Background: an optimization exercise with open tools, aiming at small area. Do not read the settings as production practice.
Only simulation tests tie the RTL to the original design; equivalence was not proved.
The flow treats the clock pin as an ideal source, which a real chip does not have.

==> flow/design.v, too long to show whole: its modules and the start of the top module <==
// module twiddle_mul_stage4: 1145 lines
// module tw_row2: 4 lines
// module tw_row1: 4 lines
// module tw_fa: 4 lines
// module tw_ha: 4 lines
// module tw_maj: 3 lines
// module tw_ao: 3 lines
// module tw_and: 3 lines
// module tw_xor: 3 lines
// module tw_aoi: 3 lines
// module tw_oai: 3 lines
// module tw_nand: 3 lines
// module tw_nor: 3 lines
// module tw_inv: 3 lines
// module tw_xnor: 3 lines
module twiddle_mul_stage4 (
    input  logic               clk,
    input  logic               rst,
    input  logic               in_valid,
    input  logic               in_start,
    input  logic signed [15:0] in_r,
    input  logic signed [15:0] in_i,
    output logic [1:0]         rom_4_counter,
    input  logic signed [8:0]  w_r,
    input  logic signed [8:0]  w_i,
    output logic               out_valid,
    output logic               out_last,
    output logic signed [15:0] out_r,
    output logic signed [15:0] out_i
);
  // ...
==> flow/flow/run.sh <==
#!/bin/bash
# Standard synthesis, then every cell swapped to the smallest drive strength
# of its family (flow/downsize.tcl), then the standard layout steps, whose
# timing repair sizes cells back up where the clock period needs it. After
# CTS, flow/post_cts.tcl shrinks cells that have slack to spare.
set -euo pipefail
R=orfs/results/$FLOW_PLATFORM/twiddle_mul_stage4/base
export FLOW_FLOW_DIR=$PWD/flow
bash standard.sh synth > synth.log 2>&1
cp $R/1_synth.odb 1_synth_standard.odb
LIB=$(ls $FLOW_HOME/platforms/$FLOW_PLATFORM/lib/sky130_fd_sc_hd__tt_025C_1v80.lib) \
PLATFORM_DIR=$FLOW_HOME/platforms/$FLOW_PLATFORM \
IN_ODB=1_synth_standard.odb IN_SDC=$R/1_synth.sdc OUT_ODB=$R/1_synth.odb REMOVE_BUFS=1 \
  openroad -exit -no_init flow/downsize.tcl > downsize.log 2>&1
touch $R/1_synth.sdc
rm -f 1_synth_standard.odb
bash standard.sh POST_CTS_TCL=$PWD/flow/post_cts.tcl "BUFFER_PORTS_ARGS=-buffer_cell sky130_fd_sc_hd__buf_1" "CTS_ARGS=-sink_clustering_enable -repair_clock_nets -dont_use_dummy_load -sink_clustering_size 30 -sink_clustering_max_diameter 200 -buf_list sky130_fd_sc_hd__clkbuf_8" finish > layout.log 2>&1
==> flow/flow/downsize.tcl <==
# Swap every standard cell to the smallest-area cell of the same function
# family (same name up to the drive-strength suffix), after removing the
# buffers synthesis inserted. Timing repair in the later flow steps sizes
# cells back up where the clock period needs it.
read_liberty $::env(LIB)
read_db $::env(IN_ODB)
read_sdc $::env(IN_SDC)
source $::env(PLATFORM_DIR)/setRC.tcl
set db [ord::get_db]
set block [ord::get_db_block]
set before 0.0
foreach inst [$block getInsts] {
  set m [$inst getMaster]
  set before [expr {$before + double([$m getWidth]) * [$m getHeight]}]
}
if {[info exists ::env(REMOVE_BUFS)] && $::env(REMOVE_BUFS)} {
  remove_buffers
}
array set best {}
foreach lib [$db getLibs] {
  foreach m [$lib getMasters] {
    set n [$m getName]
    if {![regexp {^(sky130_fd_sc_hd__[a-z0-9]+)_([0-9]+)$} $n -> base sz]} continue
    if {[string match *lpflow* $n] || [string match *probe* $n]} continue
    if {[get_lib_cells -quiet */$n] eq ""} continue
    set a [expr {double([$m getWidth]) * [$m getHeight]}]
    if {![info exists best($base)] || $a < [lindex $best($base) 1]} {
      set best($base) [list $m $a]
    }
  }
}
set swapped 0
foreach inst [$block getInsts] {
  set n [[$inst getMaster] getName]
  if {![regexp {^(sky130_fd_sc_hd__[a-z0-9]+)_([0-9]+)$} $n -> base sz]} continue
  if {![info exists best($base)]} continue
  set nm [lindex $best($base) 0]
  if {[$nm getName] ne $n} {
    $inst swapMaster $nm
    incr swapped
  }
}
set after 0.0
foreach inst [$block getInsts] {
  set m [$inst getMaster]
  set after [expr {$after + double([$m getWidth]) * [$m getHeight]}]
}
set dbu [$block getDbUnitsPerMicron]
puts "downsize: swapped $swapped cells, area [expr {$before/$dbu/$dbu}] -> [expr {$after/$dbu/$dbu}]"
write_db $::env(OUT_ODB)
==> flow/flow/post_cts.tcl <==
# Hooked in after CTS (POST_CTS_TCL): give back drive strength the timing
# repair did not need.
source $::env(FLOW_FLOW_DIR)/shrink.tcl
shrink_cells 0.05
==> flow/flow/shrink.tcl <==
# Greedy area recovery: try each cell at the smallest drive strength of its
# family that keeps setup slack >= margin and adds no slew/cap violation.
proc shrink_cells {margin} {
  set db [ord::get_db]
  set block [ord::get_db_block]
  array set fam {}
  foreach lib [$db getLibs] {
    foreach m [$lib getMasters] {
      set n [$m getName]
      if {![regexp {^(sky130_fd_sc_hd__[a-z0-9]+)_([0-9]+)$} $n -> base sz]} continue
      if {[string match *lpflow* $n] || [string match *probe* $n]} continue
      if {[get_lib_cells -quiet */$n] eq ""} continue
      lappend fam($base) [list [expr {double([$m getWidth]) * [$m getHeight]}] $n]
    }
  }
  foreach b [array names fam] { set fam($b) [lsort -real -index 0 $fam($b)] }
  set cands {}
  foreach inst [$block getInsts] {
    set n [[$inst getMaster] getName]
    if {![regexp {^(sky130_fd_sc_hd__[a-z0-9]+)_([0-9]+)$} $n -> base sz]} continue
    if {[string match *clkbuf* $n] || [string match *clkinv* $n] || [string match *dlygate* $n] || [string match *clkdlybuf* $n]} continue
    if {![info exists fam($base)]} continue
    set m [$inst getMaster]
    set a [expr {double([$m getWidth]) * [$m getHeight]}]
    if {$a <= [lindex $fam($base) 0 0]} continue
    lappend cands [list $a [$inst getName] $base $n]
  }
  set cands [lsort -real -decreasing -index 0 $cands]
  set ws0 [sta::worst_slack_cmd max]
  set thr [expr {min($ws0, $margin * 1e-9)}]
  set vs0 [sta::max_slew_violation_count]
  set vc0 [sta::max_capacitance_violation_count]
  set saved 0.0
  set nsw 0
  foreach c $cands {
    lassign $c a iname base orig
    set inst [get_cells $iname]
    foreach alt $fam($base) {
      lassign $alt aa an
      if {$aa >= $a} break
      replace_cell $inst [get_lib_cells */$an]
      estimate_parasitics -placement
      if {[sta::worst_slack_cmd max] >= $thr && [sta::max_slew_violation_count] <= $vs0 && [sta::max_capacitance_violation_count] <= $vc0} {
        set saved [expr {$saved + $a - $aa}]
        incr nsw
        break
      }
      replace_cell $inst [get_lib_cells */$orig]
      estimate_parasitics -placement
    }
  }
  puts "shrink: resized $nsw cells, saved [format %.1f [expr {$saved / 1e6}]] um2"
}
==> flow/standard.sh <==
#!/bin/bash
# synth_recipe.tcl (not shown) runs the flow's synth.tcl, then flattens the netlist and writes it again
# the make line also repeats each setting of config.mk as NAME=value (left out here)
make -C /OpenROAD-flow-scripts/flow DESIGN_CONFIG=/design/flow/config.mk WORK_HOME=/design/flow/orfs CLKGATE_MAP_FILE= SYNTH_SCRIPT=/design/flow/synth_recipe.tcl "${@:-finish}"
==> flow/config.mk <==
export PLATFORM = sky130hd
export DESIGN_NAME = twiddle_mul_stage4
export DESIGN_NICKNAME = twiddle_mul_stage4
export VERILOG_FILES = /design/flow/design.v
export SDC_FILE = /design/flow/constraint.sdc
export NUM_CORES = 4
export LEC_CHECK = 0
export CAP_MARGIN = 0
export CORE_MARGIN = 2
export CORE_UTILIZATION = 40
export CTS_BUF_LIST = sky130_fd_sc_hd__clkbuf_8
export SLEW_MARGIN = 0
export SYNTH_HIERARCHICAL = 1
==> flow/constraint.sdc <==
create_clock -name core_clock -period 7.0 [get_ports {clk}]
set_input_delay 1.4000 -clock core_clock [delete_from_list [all_inputs] [get_ports {clk}]]
set_output_delay 1.4000 -clock core_clock [all_outputs]
set_load 0.01 [all_outputs]
==> impl_results.md, run 1 <==
* CP Class: reg -> reg
* Uppermost layer routed: met5
* DP Wirelength at 33,400 um
* Routed wl met2 at 21,800 um
* CP bufs+invs at 3
* Arrival time at the worst endpoint at 6.93 ns
* DR pass1 iterations at 6
* Unrepaired setup endpoints after global routing: false
* Fin. max-slew vios at 0
* Outcome: no timing/DRC/antenna violations
* Count of multi-input gates at 1,335
* Reg2reg end: r2_q[14]
* WL final at 45,300 um
* First-pass GRT wire length at 73,400 um
* Seq/total area at 14.1%
* Clk sink count at 125
* WHS Path Cells at 0
* Tot GR Track Use at 22.8%
* Total die area at 41,600 um2
* DR WL/cell at 20.6 um
* Share of layout cells above drive strength 1 at 4.94%
* Beginning of the critical path: md[4]
* I/O Pins at 90
* # port buffers at 89
* Tcrit/Tclk final at 92.9%
* Largest net degree at the start of global routing at 41
* Top class by area: multi-input gates
* CP max stage delay at 0.61 ns
* Largest delay contributor family on the critical path: adder cells
* Reg2Reg Depth at 23
* ClkCell Share at 1.31%
* Fill cells at 3,907
* Clock latency on the worst-skew pair at 0.52 ns
* Fin worst setup slack at 0.497 ns
==> run 2: changes to the inputs <==
--- a/flow/flow/run.sh
+++ b/flow/flow/run.sh
@@ -14,4 +14,4 @@
   openroad -exit -no_init flow/downsize.tcl > downsize.log 2>&1
 touch $R/1_synth.sdc
 rm -f 1_synth_standard.odb
-bash standard.sh POST_CTS_TCL=$PWD/flow/post_cts.tcl "BUFFER_PORTS_ARGS=-buffer_cell sky130_fd_sc_hd__buf_1" "CTS_ARGS=-sink_clustering_enable -repair_clock_nets -dont_use_dummy_load -sink_clustering_size 30 -sink_clustering_max_diameter 200 -buf_list sky130_fd_sc_hd__clkbuf_8" finish > layout.log 2>&1
+bash standard.sh POST_CTS_TCL=$PWD/flow/post_cts.tcl "BUFFER_PORTS_ARGS=-buffer_cell sky130_fd_sc_hd__buf_1" "CTS_ARGS=-sink_clustering_enable -repair_clock_nets -dont_use_dummy_load -sink_clustering_size 30 -sink_clustering_max_diameter 200 -buf_list sky130_fd_sc_hd__clkbuf_4" finish > layout.log 2>&1
==> flow/flow/clkfix.tcl (new file) <==
# Upsize the clock buffers that drive flip-flop clock pins with a slew above
# the limit (in ns), one step at a time.
proc fix_clock_slew {limit} {
  for {set it 0} {$it < 4} {incr it} {
    set bad {}
    foreach pin [all_registers -clock_pins] {
      if {[get_property $pin slew_max] > $limit} {
        set net [get_nets -of_objects $pin]
        foreach d [get_pins -of_objects $net -filter "direction==output"] {
          set inst [get_cells -of_objects $d]
          dict set bad [get_full_name $inst] 1
        }
      }
    }
    if {[dict size $bad] == 0} break
    foreach iname [dict keys $bad] {
      set inst [get_cells $iname]
      set m [get_property $inst ref_name]
      set up ""
      if {$m eq "sky130_fd_sc_hd__clkbuf_2"} {set up sky130_fd_sc_hd__clkbuf_4}
      if {$m eq "sky130_fd_sc_hd__clkbuf_4"} {set up sky130_fd_sc_hd__clkbuf_8}
      if {$m eq "sky130_fd_sc_hd__clkbuf_8"} {set up sky130_fd_sc_hd__clkbuf_16}
      if {$up ne ""} { replace_cell $inst [get_lib_cells */$up] }
    }
    estimate_parasitics -placement
    puts "fix_clock_slew: pass $it upsized [dict size $bad] clock buffers"
  }
}
==> flow/flow/post_cts.tcl (replaced) <==
# Hooked in after CTS (POST_CTS_TCL). The tree is built from clkbuf_4;
# buffers whose flip-flops see too slow a clock edge are sized up, then
# cells with slack to spare are sized down, and placement is legalised.
source $::env(FLOW_FLOW_DIR)/clkfix.tcl
source $::env(FLOW_FLOW_DIR)/shrink.tcl
set_propagated_clock [all_clocks]
estimate_parasitics -placement
fix_clock_slew 0.115
shrink_cells 0.05
detailed_placement
estimate_parasitics -placement
report_worst_slack -max
--- a/flow/config.mk
+++ b/flow/config.mk
@@ -8,6 +8,6 @@
 export CAP_MARGIN = 0
 export CORE_MARGIN = 2
 export CORE_UTILIZATION = 40
-export CTS_BUF_LIST = sky130_fd_sc_hd__clkbuf_8
+export CTS_BUF_LIST = sky130_fd_sc_hd__clkbuf_4
 export SLEW_MARGIN = 0
 export SYNTH_HIERARCHICAL = 1
==> impl_results.md, run 2 <==
* First-pass GRT wire length at 73,400 um (about the same)
* Routed Antenna Nets at 0
* Most frequent cells in the layout: xnor2_1, fa_1, a22oi_1, nand2_1, buf_1
* Clk sink count at 125 (unchanged)
* Tcrit/Tclk final at 93.3% (+0.43 points)
* Core Box Area at 39,600 um2
* Worst setup EP type: register
* Tot GR Track Use at 22.8% (about the same)
* Final Setup Violations at 0
* Routability cong. at 0.863
* Site Rows at 73
* WL final at 45,700 um (+0.84%)
* Hold_sp: l1_q
* Clock latency on the worst-skew pair at 0.66 ns (+0.14 ns)
* I/O Pins at 90 (unchanged)
* DRC Markers at 0
* 1st-iter DRT viols at 1,134
* Worst setup SP type: register
* Via count at 12,300
* Fin. max-slew vios at 0 (unchanged)
* Synth Warn # at 7
* RR Startpoint: mc[7]
* Clock slew seen by the registers of the worst setup and hold paths at 0.08 ns
* CTS tree: done
* # port buffers at 89 (unchanged)
* Antenna violations before repair at 1
* Mapped Cells at 1,491
* Min Tclk post-route at 6.53 ns
* Final Util at 44.7%
* Initial core utilization at 40.4%
* Die H at 204 um
* Share of layout cells above drive strength 1 at 4.89% (-0.057 points)
* DP Wirelength at 33,400 um (unchanged)
* DR WL/cell at 20.7 um (+0.84%)
* Max Fclk at 153 MHz
* Rel. slew slack at 15.6%
* Setup TNS at 0 ns
* Actual slew at the worst max-slew pin at 1.27 ns
* Final hold violation count at 0
* Largest net degree at the start of global routing at 41 (unchanged)
* Worst Path Required at 7.57 ns
* Beginning of the critical path: mc[7]
* Fill cells at 3,912 (+0.13%)
* DR pass1 iterations at 6 (unchanged)
* Unrepaired setup endpoints after global routing: false
* Synthesized area at 16,000 um2
* Total gr overflow at 0
* Commonest non-fill, non-tap cell in the layout: xnor2_1
* Final Net Count at 2,080
* Vias in the first global route at 13,000
* Outcome: no timing/DRC/antenna violations
* Worst Hold Class: reg -> reg
* Max-Cap Viols at 0
* Arrival time at the worst endpoint at 7.11 ns (+0.18 ns)
* Total die area at 41,600 um2 (unchanged)
* Syn avg cell area at 10.7 um2
* Area Growth Syn to Fin at 10.7%
* CP Class: reg -> reg
* Vias per std cell at 5.59
* Worst Path Max Fanout at 24
* Die W at 204 um
* Clock Skew at 0.0363 ns
[run 2: worst paths after layout]
check,endpoint,slack (ns),cells after the start
setup / recovery,r2_q[14],0.47,21
hold / removal,l2_q,0.33,0
setup reg to reg,r2_q[14],0.47,21
hold reg to reg,l2_q,0.33,0
[run 2: metrics by stage]
step | hold WS [ns] | std cells | area, um2 | setup slack, ns
2_1_floorplan | 0.310 | 1492 | 16200 | 0.0104
3_3_place_gp | 0.313 | 2190 | 17900 | 0.166
3_5_place_dp | 0.313 | 2190 | 17900 | -0.0164
5_1_grt | 0.343 | 2204 | 17700 | 0.00754
6_report | 0.333 | 2204 | 17700 | 0.467
[run 2: area by class of cell]
cell class | instances | area, um2 | share of cell area, %
Antenna cell | 1 | 2.50 | 0.0141
Clock buffer | 17 | 153 | 0.862
Inverter | 32 | 128 | 0.720
Multi-Input combinational cell | 1336 | 13500 | 76.2
Sequential cell | 125 | 2510 | 14.2
Tap cell | 525 | 657 | 3.71
Timing Repair Buffer | 168 | 773 | 4.36
[run 2: critical path, cell delays in order, from the launching register on]
cell      delay, ns
dfxtp_1        0.50
buf_2          0.47
buf_4          0.52
xnor2_1        0.19
fa_1           0.55
fa_1           0.44
fa_1           0.47
fa_1           0.54
fa_1           0.42
ha_1           0.34
a21oi_1        0.10
o21ai_0        0.22
a21oi_1        0.09
o21ai_1        0.17
inv_1          0.06
o21ai_0        0.26
a21oi_1        0.12
xnor2_1        0.19
nor4_2         0.33
clkbuf_4       0.27
o21ai_0        0.09
nand2_1        0.07
[run 2: layer usage]
metal	vias up	GRT usage, %	wire, um
met2	501	37.8	22100
met4	0	5.69	615
met5	-	0	0
met3	52	3.70	3040
li1	5551	-	-
met1	6221	31.2	19900
==> run 3: changes to the inputs <==
--- a/flow/flow/run.sh
+++ b/flow/flow/run.sh
@@ -14,4 +14,4 @@
   openroad -exit -no_init flow/downsize.tcl > downsize.log 2>&1
 touch $R/1_synth.sdc
 rm -f 1_synth_standard.odb
-bash standard.sh POST_CTS_TCL=$PWD/flow/post_cts.tcl "BUFFER_PORTS_ARGS=-buffer_cell sky130_fd_sc_hd__buf_1" "CTS_ARGS=-sink_clustering_enable -repair_clock_nets -dont_use_dummy_load -sink_clustering_size 30 -sink_clustering_max_diameter 200 -buf_list sky130_fd_sc_hd__clkbuf_4" finish > layout.log 2>&1
+bash standard.sh POST_CTS_TCL=$PWD/flow/post_cts.tcl POST_GLOBAL_ROUTE_TCL=$PWD/flow/post_grt.tcl "BUFFER_PORTS_ARGS=-buffer_cell sky130_fd_sc_hd__buf_1" "CTS_ARGS=-sink_clustering_enable -repair_clock_nets -dont_use_dummy_load -sink_clustering_size 30 -sink_clustering_max_diameter 200 -buf_list sky130_fd_sc_hd__clkbuf_4" finish > layout.log 2>&1
==> flow/flow/post_grt.tcl (new file) <==
# Hooked in after global routing and its timing repair (POST_GLOBAL_ROUTE_TCL):
# size down the cells that still have slack to spare with global-route
# parasitics, legalise, reroute the touched nets and rewrite the guides.
source $::env(FLOW_FLOW_DIR)/shrink.tcl
global_route -start_incremental
estimate_parasitics -global_routing
shrink_cells 0.10 -global_routing
detailed_placement
global_route -end_incremental
estimate_parasitics -global_routing
report_worst_slack -max
write_guides $::env(RESULTS_DIR)/route.guide
--- a/flow/flow/shrink.tcl
+++ b/flow/flow/shrink.tcl
@@ -1,6 +1,6 @@
 # Greedy area recovery: try each cell at the smallest drive strength of its
 # family that keeps setup slack >= margin and adds no slew/cap violation.
-proc shrink_cells {margin} {
+proc shrink_cells {margin {para -placement}} {
   set db [ord::get_db]
   set block [ord::get_db_block]
   array set fam {}
@@ -39,14 +39,14 @@
       lassign $alt aa an
       if {$aa >= $a} break
       replace_cell $inst [get_lib_cells */$an]
-      estimate_parasitics -placement
+      estimate_parasitics $para
       if {[sta::worst_slack_cmd max] >= $thr && [sta::max_slew_violation_count] <= $vs0 && [sta::max_capacitance_violation_count] <= $vc0} {
         set saved [expr {$saved + $a - $aa}]
         incr nsw
         break
       }
       replace_cell $inst [get_lib_cells */$orig]
-      estimate_parasitics -placement
+      estimate_parasitics $para
     }
   }
   puts "shrink: resized $nsw cells, saved [format %.1f [expr {$saved / 1e6}]] um2"
==> impl_results.md, run 3 <==
* Final Net Count at 2,080 (unchanged)
* Antenna violations before repair at 1 (unchanged)
* DR pass1 iterations at 6 (unchanged)
* Outcome: no timing/DRC/antenna violations
* Routed Antenna Nets at 0 (unchanged)
* DR WL/cell at 20.7 um (-0.17%)
* Slowest cell on the critical path: fa_1
* Dpl cell area at 17,900 um2 (unchanged)
* Vias per std cell at 5.57 (-0.32%)
* 1st-iter DRT viols at 1,087 (-4.1%)
* DP Wirelength at 33,400 um (unchanged)
* Crit path capture: r2_q[10]
* WL final at 45,600 um (-0.17%)
* Finished Layout Cells at 2,204 (unchanged)
* Via count at 12,300 (-0.32%)
* Clock Skew at 0.0363 ns (+0.00000550 ns)
* CP max stage delay at 0.55 ns (about the same)
* Max-Cap Viols at 0 (unchanged)
* Actual slew at the worst max-slew pin at 1.26 ns (-0.00443 ns)
* CP Class: reg -> reg
* Most frequent cells in the layout: xnor2_1, fa_1, a22oi_1, nand2_1, buf_1
* Clk sink count at 125 (unchanged)
* Crit path cell chain: buf_2, buf_4, xnor2_1, fa_1, fa_1, fa_1, fa_1, fa_1, ha_1, a21oi_1, o21ai_0, a21oi_1, o21ai_1, inv_1, o21ai_0, a21oi_1, xnor2_1, nor4_2, or2_2, nand2_1
* Clock slew seen by the registers of the worst setup and hold paths at 0.08 ns (about the same)
* Setup TNS at 0 ns (unchanged)
* Min Tclk post-route at 6.54 ns (+0.00348 ns)
* # port buffers at 89 (unchanged)
* Synthesized area at 16,000 um2 (unchanged)
* Final Setup Violations at 0 (unchanged)
* Worst setup EP type: register
* Routability cong. at 0.863 (unchanged)
* Max Fclk at 153 MHz (about the same)
* Min Hold Slack at 0.333 ns (+0.0000250 ns)
* Clock latency on the worst-skew pair at 0.66 ns (about the same)
* Commonest non-fill, non-tap cell in the layout: xnor2_1
* Reg2reg end: r2_q[10]
* Area Growth Syn to Fin at 10.5%
* First-pass GRT wire length at 73,400 um (unchanged)
* Tcrit/Tclk final at 93.4% (about the same)
* Design area at 17,700 um2 (-0.12%)
* Worst Path Required at 7.51 ns (-0.06 ns)
* Vias in the first global route at 13,000 (unchanged)
* RR Startpoint: mc[7]
* Rel. slew slack at 15.9% (+0.30 points)
* Initial core utilization at 40.4% (unchanged)
* Most used cell, CP: fa_1
* Worst Hold Class: reg -> reg
* Die H at 204 um (unchanged)
* Final Util at 44.6% (-0.054 points)
* Syn avg cell area at 10.7 um2 (unchanged)
* Reg2Reg Depth at 20 (-4.8%)
* CTS tree: done
* Synth Warn # at 7 (unchanged)
* Beginning of the critical path: mc[7]
* Share of layout cells above drive strength 1 at 4.83% (-0.060 points)
* Mapped Cells at 1,491 (unchanged)
* Site Rows at 73 (unchanged)
* Worst Path Max Fanout at 24 (unchanged)
* Placed insts at 2,190 (unchanged)
* Total gr overflow at 0 (unchanged)
* I/O Pins at 90 (unchanged)
* Fin. max-slew vios at 0 (unchanged)
* Total die area at 41,600 um2 (unchanged)
* Worst setup SP type: register
* Final hold violation count at 0 (unchanged)
* Tot GR Track Use at 22.8% (unchanged)
* Largest net degree at the start of global routing at 41 (unchanged)
* Die W at 204 um (unchanged)
* DRC Markers at 0 (unchanged)
* Core Box Area at 39,600 um2 (unchanged)
* Arrival time at the worst endpoint at 7.05 ns (-0.06 ns)
==> run 3: metrics by stage <==
step                      worst slack (ns)
final                                0.463
after global placement               0.166
after detailed placement           -0.0164
after floorplan                     0.0104
==> run 3: layout make-up <==
class,instances,area [um2]
Clock buffer,17,153
Sequential cell,125,2510
Tap cell,525,657
Timing Repair Buffer,168,756
Antenna cell,1,2.50
Inverter,32,128
Multi-Input combinational cell,1336,13500
Fill cell,3916,21900
==> run 3: how the worst min path moves through the flow <==
| stage | startpoint | to | slack (ns) | cells after the start |
|---|---|---|---|---|
| final | l1_q | l2_q | 0.33 | 0 |
| after global placement | l1_q | l2_q | 0.31 | 0 |
| after detailed placement | l1_q | l2_q | 0.31 | 0 |
| after floorplan | l1_q | l2_q | 0.31 | 0 |
==> run 3: worst max-delay path, delay by kind of cell (launching register included) <==
family                   cells  cell delay (ns)
XOR/XNOR                     2             0.37
flip-flops                   1             0.50
buffers and inverters        3             1.06
AO/OA/AOI/OAI                6             0.96
adder cells (fa/ha/maj)      6             2.76
AND/OR/NAND/NOR              3             0.70
==> run 3: layer usage <==
| layer | routed length, um | share of wire, % | vias up | GRT usage (%) |
|---|---|---|---|---|
| li1 | - | - | 5550 | - |
| met1 | 19900 | 44 | 6208 | 31.2 |
| met2 | 22100 | 48 | 491 | 37.8 |
| met3 | 3130 | 6.9 | 36 | 3.70 |
| met4 | 528 | 1.2 | 0 | 5.69 |
| met5 | 0 | 0 | - | 0 |
==> run 4: changes to the inputs <==
--- a/flow/flow/post_cts.tcl
+++ b/flow/flow/post_cts.tcl
@@ -6,7 +6,7 @@
 set_propagated_clock [all_clocks]
 estimate_parasitics -placement
 fix_clock_slew 0.115
-shrink_cells 0.05
+shrink_cells 0.0
 detailed_placement
 estimate_parasitics -placement
 report_worst_slack -max
--- a/flow/flow/post_grt.tcl
+++ b/flow/flow/post_grt.tcl
@@ -4,7 +4,7 @@
 source $::env(FLOW_FLOW_DIR)/shrink.tcl
 global_route -start_incremental
 estimate_parasitics -global_routing
-shrink_cells 0.10 -global_routing
+shrink_cells -0.3 -global_routing
 detailed_placement
 global_route -end_incremental
 estimate_parasitics -global_routing
--- a/flow/config.mk
+++ b/flow/config.mk
@@ -9,5 +9,7 @@
 export CORE_MARGIN = 2
 export CORE_UTILIZATION = 40
 export CTS_BUF_LIST = sky130_fd_sc_hd__clkbuf_4
+export GPL_TIMING_DRIVEN = 0
+export SETUP_SLACK_MARGIN = -0.1
 export SLEW_MARGIN = 0
 export SYNTH_HIERARCHICAL = 1
==> impl_results.md, run 4 <==
* Synthesized area at 16,000 um2 (unchanged)
* Final Setup Violations at 0 (unchanged)
* Finished Layout Cells at 2,203 (-0.045%)
* DR pass1 iterations at 5 (-1)
* Syn avg cell area at 10.7 um2 (unchanged)
* Routability cong. at 0.793 (-8.1%)
* Pre-CTS setup slack at -1.85 ns (-1.84 ns)
* Worst Path Required at 7.52 ns (about the same)
* Vias per std cell at 5.70 (+2.2%)
* Initial core utilization at 40.4% (unchanged)
* Total gr overflow at 0 (unchanged)
* Fin. max-slew vios at 0 (unchanged)
* Clock Skew at 0.0363 ns (-0.0000125 ns)
* RR Startpoint: mc[0]
* Worst setup SP type: register
* I/O Pins at 90 (unchanged)
* CP Class: reg -> reg
* WHS Path Cells at 0 (unchanged)
* Vias in the first global route at 13,500 (+3.7%)
* Hold path endpoint: l2_q
* Via count at 12,600 (+2.2%)
* Min Tclk post-route at 6.86 ns (+0.325 ns)
* CTS tree: done
* Clock latency on the worst-skew pair at 0.66 ns (about the same)
* Placed insts at 2,116 (-3.4%)
* Most frequent cells in the layout: xnor2_1, fa_1, a22oi_1, nand2_1, buf_1
* Hold_sp: l1_q
* Tot GR Track Use at 24.1% (+1.3 points)
* Share of layout cells above drive strength 1 at 5.37% (+0.54 points)
* Arrival time at the worst endpoint at 7.38 ns (+0.33 ns)
* Reg2Reg Depth at 22 (+10%)
* Reg2reg end: r2_q[14]
* Clk sink count at 125 (unchanged)
* Rel. slew slack at 6.99% (-8.9 points)
* Routed Antenna Nets at 0 (unchanged)
* Worst Path Max Fanout at 36 (+50%)
* Max Fclk at 146 MHz (-4.7%)
* 1st-iter DRT viols at 857 (-21%)
* Area of the multi-input gates at 13,600 um2 (+0.57%)
* Final hold violation count at 0 (unchanged)
* Mapped Cells at 1,491 (unchanged)
* DR WL/cell at 22.3 um (+7.7%)
* WL final at 49,100 um (+7.7%)
* Die H at 204 um (unchanged)
* Core Box Area at 39,600 um2 (unchanged)
* First-pass GRT wire length at 77,100 um (+5.1%)
* DRC Markers at 0 (unchanged)
* Largest net degree at the start of global routing at 41 (unchanged)
* Outcome: no timing/DRC/antenna violations
* Max-Cap Viols at 0 (unchanged)
* Total die area at 41,600 um2 (unchanged)
* Site Rows at 73 (unchanged)
* Clock slew seen by the registers of the worst setup and hold paths at 0.10 ns (+0.02 ns)
* Area Growth Syn to Fin at 10.7%
* Sequential cell area at 2530 um2 (+0.75%)
* Fin worst setup slack at 0.138 ns (-0.325 ns)
* Synth Warn # at 7 (unchanged)
* Die W at 204 um (unchanged)
* Tcrit/Tclk final at 98.0% (+4.6 points)
* Final Util at 44.7% (+0.050 points)
* # port buffers at 89 (unchanged)
* Worst Hold Class: reg -> reg
* Final Net Count at 2,078 (-0.096%)
* DP Wirelength at 31,100 um (-6.8%)
* Worst setup EP type: register
* Fill cells at 3,847 (-1.8%)
* Actual slew at the worst max-slew pin at 1.40 ns (+0.133 ns)
* Commonest non-fill, non-tap cell in the layout: xnor2_1
* Antenna violations before repair at 2 (+1)
-- run 4: area by class of cell --
| cell class | instances | area share, % |
|---|---|---|
| Timing Repair Buffer | 160 | 3.82 |
| Sequential cell | 125 | 14.3 |
| Multi-Input combinational cell | 1342 | 76.6 |
| Clock buffer | 17 | 0.826 |
| Tap cell | 525 | 3.71 |
| Inverter | 32 | 0.763 |
| Antenna cell | 2 | 0.0283 |
-- run 4: worst max-delay path, stage by stage (launching register included) --
cell and delay (ns):
dfxtp_2 0.61, nor2b_2 0.52, buf_1 0.38, a22oi_1 0.15, xnor2_1 0.21, fa_1 0.59
fa_1 0.47, fa_1 0.46, fa_1 0.44, fa_1 0.47, ha_1 0.34, a21oi_1 0.09
o21ai_0 0.21, a21oi_2 0.10, o21ai_1 0.29, inv_1 0.06, o21ai_0 0.28, a21oi_1 0.12
xnor2_1 0.35, nor4_1 0.11, buf_2 0.21, o21ai_0 0.17, nand2_1 0.08
-- run 4: through the flow --
step                setup TNS, ns  cell area, um2  hold slack (ns)
global placement           -54.91           17200            0.316
detailed placement         -54.73           17600            0.316
finish                          0           17700            0.333
floorplan                  -0.703           16200            0.310
-- run 4: routing by layer --
metal	vias up	part of all wire, %	wire (um)	global-route usage (%)
met5	-	0	0	0
met4	0	3.4	1660	10.2
met3	108	6.3	3120	4.53
met2	532	49	23900	40.1
met1	6359	42	20500	30.9
li1	5553	-	-	-
-- run 4: worst max path at each step --
stage               startpoint  endpoint  cells after the start
floorplan                mc[1]   r2_q[0]                     22
global placement         mc[3]  r2_q[14]                     23
detailed placement       mc[1]  r2_q[14]                     22
finish                   mc[0]  r2_q[14]                     22
==> run 5: changes to the inputs <==
--- a/flow/config.mk
+++ b/flow/config.mk
@@ -9,7 +9,6 @@
 export CORE_MARGIN = 2
 export CORE_UTILIZATION = 40
 export CTS_BUF_LIST = sky130_fd_sc_hd__clkbuf_4
-export GPL_TIMING_DRIVEN = 0
-export SETUP_SLACK_MARGIN = -0.1
+export SETUP_SLACK_MARGIN = -0.2
 export SLEW_MARGIN = 0
 export SYNTH_HIERARCHICAL = 1
==> impl_results.md, run 5 <==
* Worst Path Max Fanout at 16 (-56%)
* Commonest non-fill, non-tap cell in the layout: xnor2_1
* Total die area at 41,600 um2 (unchanged)
* Rel. slew slack at 16.5% (+9.5 points)
* Total gr overflow at 0 (unchanged)
* 1st-iter DRT viols at 940 (+9.7%)
* Site Rows at 73 (unchanged)
* Outcome: no timing/DRC/antenna violations
* Die H at 204 um (unchanged)
* Finished Layout Cells at 2,212 (+0.41%)
* Arrival time at the worst endpoint at 7.30 ns (-0.08 ns)
* Die W at 204 um (unchanged)
* Reg2Reg Depth at 24 (+9.1%)
* Synth Warn # at 7 (unchanged)
* Clk sink count at 125 (unchanged)
* DR pass1 iterations at 6 (+1)
* Clock slew seen by the registers of the worst setup and hold paths at 0.09 ns (about the same)
* Area Growth Syn to Fin at 10.1%
* WL final at 44,900 um (-8.7%)
* Final Setup Violations at 0 (unchanged)
* Share of layout cells above drive strength 1 at 4.15% (-1.2 points)
* DR WL/cell at 20.3 um (-9.1%)
* Final Net Count at 2,088 (+0.48%)
* Setup TNS at 0 ns (unchanged)
* Syn avg cell area at 10.7 um2 (unchanged)
* Tcrit/Tclk final at 96.6% (-1.4 points)
* Max-Cap Viols at 0 (unchanged)
* Fin. max-slew vios at 0 (unchanged)
* Tot GR Track Use at 22.6% (-1.6 points)
* Clock Skew at 0.0331 ns (-0.00326 ns)
* Final Util at 44.5% (-0.22 points)
* Antenna violations before repair at 1 (-1)
* First-pass GRT wire length at 72,800 um (-5.5%)
* Most frequent cells in the layout: xnor2_1, fa_1, a22oi_1, nand2_1, buf_1
* Crit path capture: i2_q[0]
* Clock latency on the worst-skew pair at 0.62 ns (-0.04 ns)
* Worst Hold Class: reg -> reg
* Beginning of the critical path: mc[1]
* Routed Antenna Nets at 0 (unchanged)
* Routability cong. at 0.855 (+7.8%)
* Core Box Area at 39,600 um2 (unchanged)
* DP Wirelength at 34,000 um (+9.3%)
* Reg2reg end: i2_q[0]
* CP Class: reg -> reg
* Vias in the first global route at 12,800 (-5.2%)
* Via count at 12,300 (-2.0%)
* # port buffers at 89 (unchanged)
* Worst Path Required at 7.53 ns (about the same)
* CTS tree: done
* Min Tclk post-route at 6.76 ns (-0.0983 ns)
* Synthesized area at 16,000 um2 (unchanged)
* Largest net degree at the start of global routing at 41 (unchanged)
* Worst setup SP type: register
* Placed insts at 2,195 (+3.7%)
* RR Startpoint: mc[1]
* Final hold violation count at 0 (unchanged)
* Worst setup EP type: register
* Initial core utilization at 40.4% (unchanged)
* Vias per std cell at 5.56 (-2.4%)
* Max Fclk at 148 MHz (+1.5%)
* Actual slew at the worst max-slew pin at 1.25 ns (-0.142 ns)
* I/O Pins at 90 (unchanged)
* Mapped Cells at 1,491 (unchanged)
* DRC Markers at 0 (unchanged)
-- run 5: how the worst min path moves through the flow --
stage | start | end | depth (start not counted)
final | l1_q | l2_q | 0
after detailed placement | l1_q | l2_q | 0
after global placement | l1_q | l2_q | 0
after floorplan | l1_q | l2_q | 0
-- run 5: worst max-delay path, stage by stage, from the launching register on --
cell and delay, ns:
dfxtp_1 0.40, xor2_1 0.41, buf_2 0.39, a22oi_1 0.17
xnor2_1 0.24, fa_1 0.46, fa_1 0.45, fa_1 0.41
fa_1 0.43, fa_1 0.42, ha_1 0.32, a21oi_1 0.27
inv_1 0.07, a21oi_1 0.28, inv_1 0.08, a21oi_1 0.27
o21ai_0 0.23, inv_1 0.08, o21ai_0 0.13, a21oi_1 0.18
xnor2_1 0.13, nor4_1 0.36, buf_2 0.31, o21ai_0 0.12
nand2_1 0.09
-- run 5: routing by layer --
layer,routed length [um],track usage [%],vias up
met5,0,0,-
met4,612,5.80,0
met3,2840,3.92,60
met2,22000,37.5,484
met1,19400,30.5,6176
li1,-,-,5576
-- run 5: layout make-up --
type	instances	area, um2
Tap cell	525	657
Inverter	32	124
Sequential cell	125	2500
Clock buffer	17	159
Timing Repair Buffer	177	751
Fill cell	3955	22000
Multi-Input combinational cell	1335	13400
Antenna cell	1	2.50
-- run 5: through the flow --
step	instance area, um2	hold slack (ns)	setup WS [ns]
finish	17600	0.329	0.236
detailed placement	17900	0.324	0.318
global placement	17900	0.318	0.421
floorplan	16200	0.310	-0.125
==> run 6: changes to the inputs <==
--- a/flow/flow/post_cts.tcl
+++ b/flow/flow/post_cts.tcl
@@ -3,9 +3,12 @@
 # cells with slack to spare are sized down, and placement is legalised.
 source $::env(FLOW_FLOW_DIR)/clkfix.tcl
 source $::env(FLOW_FLOW_DIR)/shrink.tcl
+source $::env(FLOW_FLOW_DIR)/unbuffer.tcl
 set_propagated_clock [all_clocks]
 estimate_parasitics -placement
 fix_clock_slew 0.115
+unbuffer_signals
+estimate_parasitics -placement
 shrink_cells 0.0
 detailed_placement
 estimate_parasitics -placement
==> flow/flow/unbuffer.tcl (new file) <==
# Remove the signal buffers that placement-time repair inserted (not the
# port buffers and not the clock tree); the repair after global routing puts
# back the ones slew, capacitance or timing still need.
proc unbuffer_signals {} {
  set list {}
  foreach inst [get_cells *] {
    set m [get_property $inst ref_name]
    if {![regexp {__(buf|clkbuf)_[0-9]+$} $m]} continue
    set name [get_full_name $inst]
    if {[string match input* $name] || [string match output* $name]} continue
    set out [get_pins -of_objects $inst -filter "direction==output"]
    set in [get_pins -of_objects $inst -filter "direction==input"]
    set onet [get_nets -of_objects $out]
    set inet [get_nets -of_objects $in]
    if {[get_ports -quiet [get_full_name $onet]] ne "" || [get_ports -quiet [get_full_name $inet]] ne ""} continue
    set clk 0
    foreach p [get_pins -of_objects $onet -filter "direction==input"] {
      set c [get_cells -of_objects $p]
      set r [get_property $c ref_name]
      if {[string match *clkbuf* $r] || [string match *dfxtp* $r] && [get_property $p name] eq "CLK"} { set clk 1 }
    }
    if {[sta::is_clock_src $inet] || $clk} continue
    lappend list $inst
  }
  puts "unbuffer_signals: removing [llength $list] buffers"
  if {[llength $list]} { remove_buffers $list }
}
==> impl_results.md, run 6 <==
* Err: Error: cts.tcl, 90 TypeError in method 'is_clock_src', argument 1 of type 'Pin const *'
* Dpl cell area at 17,900 um2 (unchanged)
* Synth Warn # at 7 (unchanged)
* Outcome: did not finish
* Syn avg cell area at 10.7 um2 (unchanged)
* Mapped Cells at 1,491 (unchanged)
* Placed insts at 2,195 (unchanged)
* Initial core utilization at 40.4% (unchanged)
* Die H at 204 um (unchanged)
* DP Wirelength at 34,000 um (unchanged)
* I/O Pins at 90 (unchanged)
* Site Rows at 73 (unchanged)
* Synthesized area at 16,000 um2 (unchanged)
* Pre-CTS setup slack at 0.318 ns (unchanged)
* Die W at 204 um (unchanged)
* # port buffers at 89 (unchanged)
* Failing step: 4_1_cts
* Routability cong. at 0.855 (unchanged)
## run 6: worst max-delay path by stage
stage | end | depth (start not counted) | slack (ns)
floorplan | r2_q[0] | 22 | -0.13
global placement | i2_q[2] | 23 | 0.42
detailed placement | r2_q[0] | 22 | 0.32

[port drivers added, routing unchanged]
How much do the figures lean on ideal ports? The routed layouts below were timed once more, with nothing changed but the port constraints. Step 1 assumes that a clkbuf_16 drives the clock port and a buf_2 every other input. Step 2 times the ports against the registers' clock, not the clock port: input delays grow and output delays shrink by t, the midpoint of the rising clock arrivals with the driver on. Three values: ideal ports, drivers, drivers and shift; two values: the first two.
run | shift t [ns] | setup slack, ns | worst data-port slew with drivers (ns)
run 1 | 0.548 | 0.497 / 0.497 / 0.497 | 0.05
run 2 | 0.690 | 0.467 / 0.467 / 0.467 | 0.05
run 3 | 0.690 | 0.463 / 0.463 / 0.463 | 0.05
run 4 | 0.695 | 0.138 / 0.138 / 0.138 | 0.05
run 5 | 0.649 | 0.236 / 0.236 / 0.236 | 0.04
After both steps setup and hold are still met in every run listed.
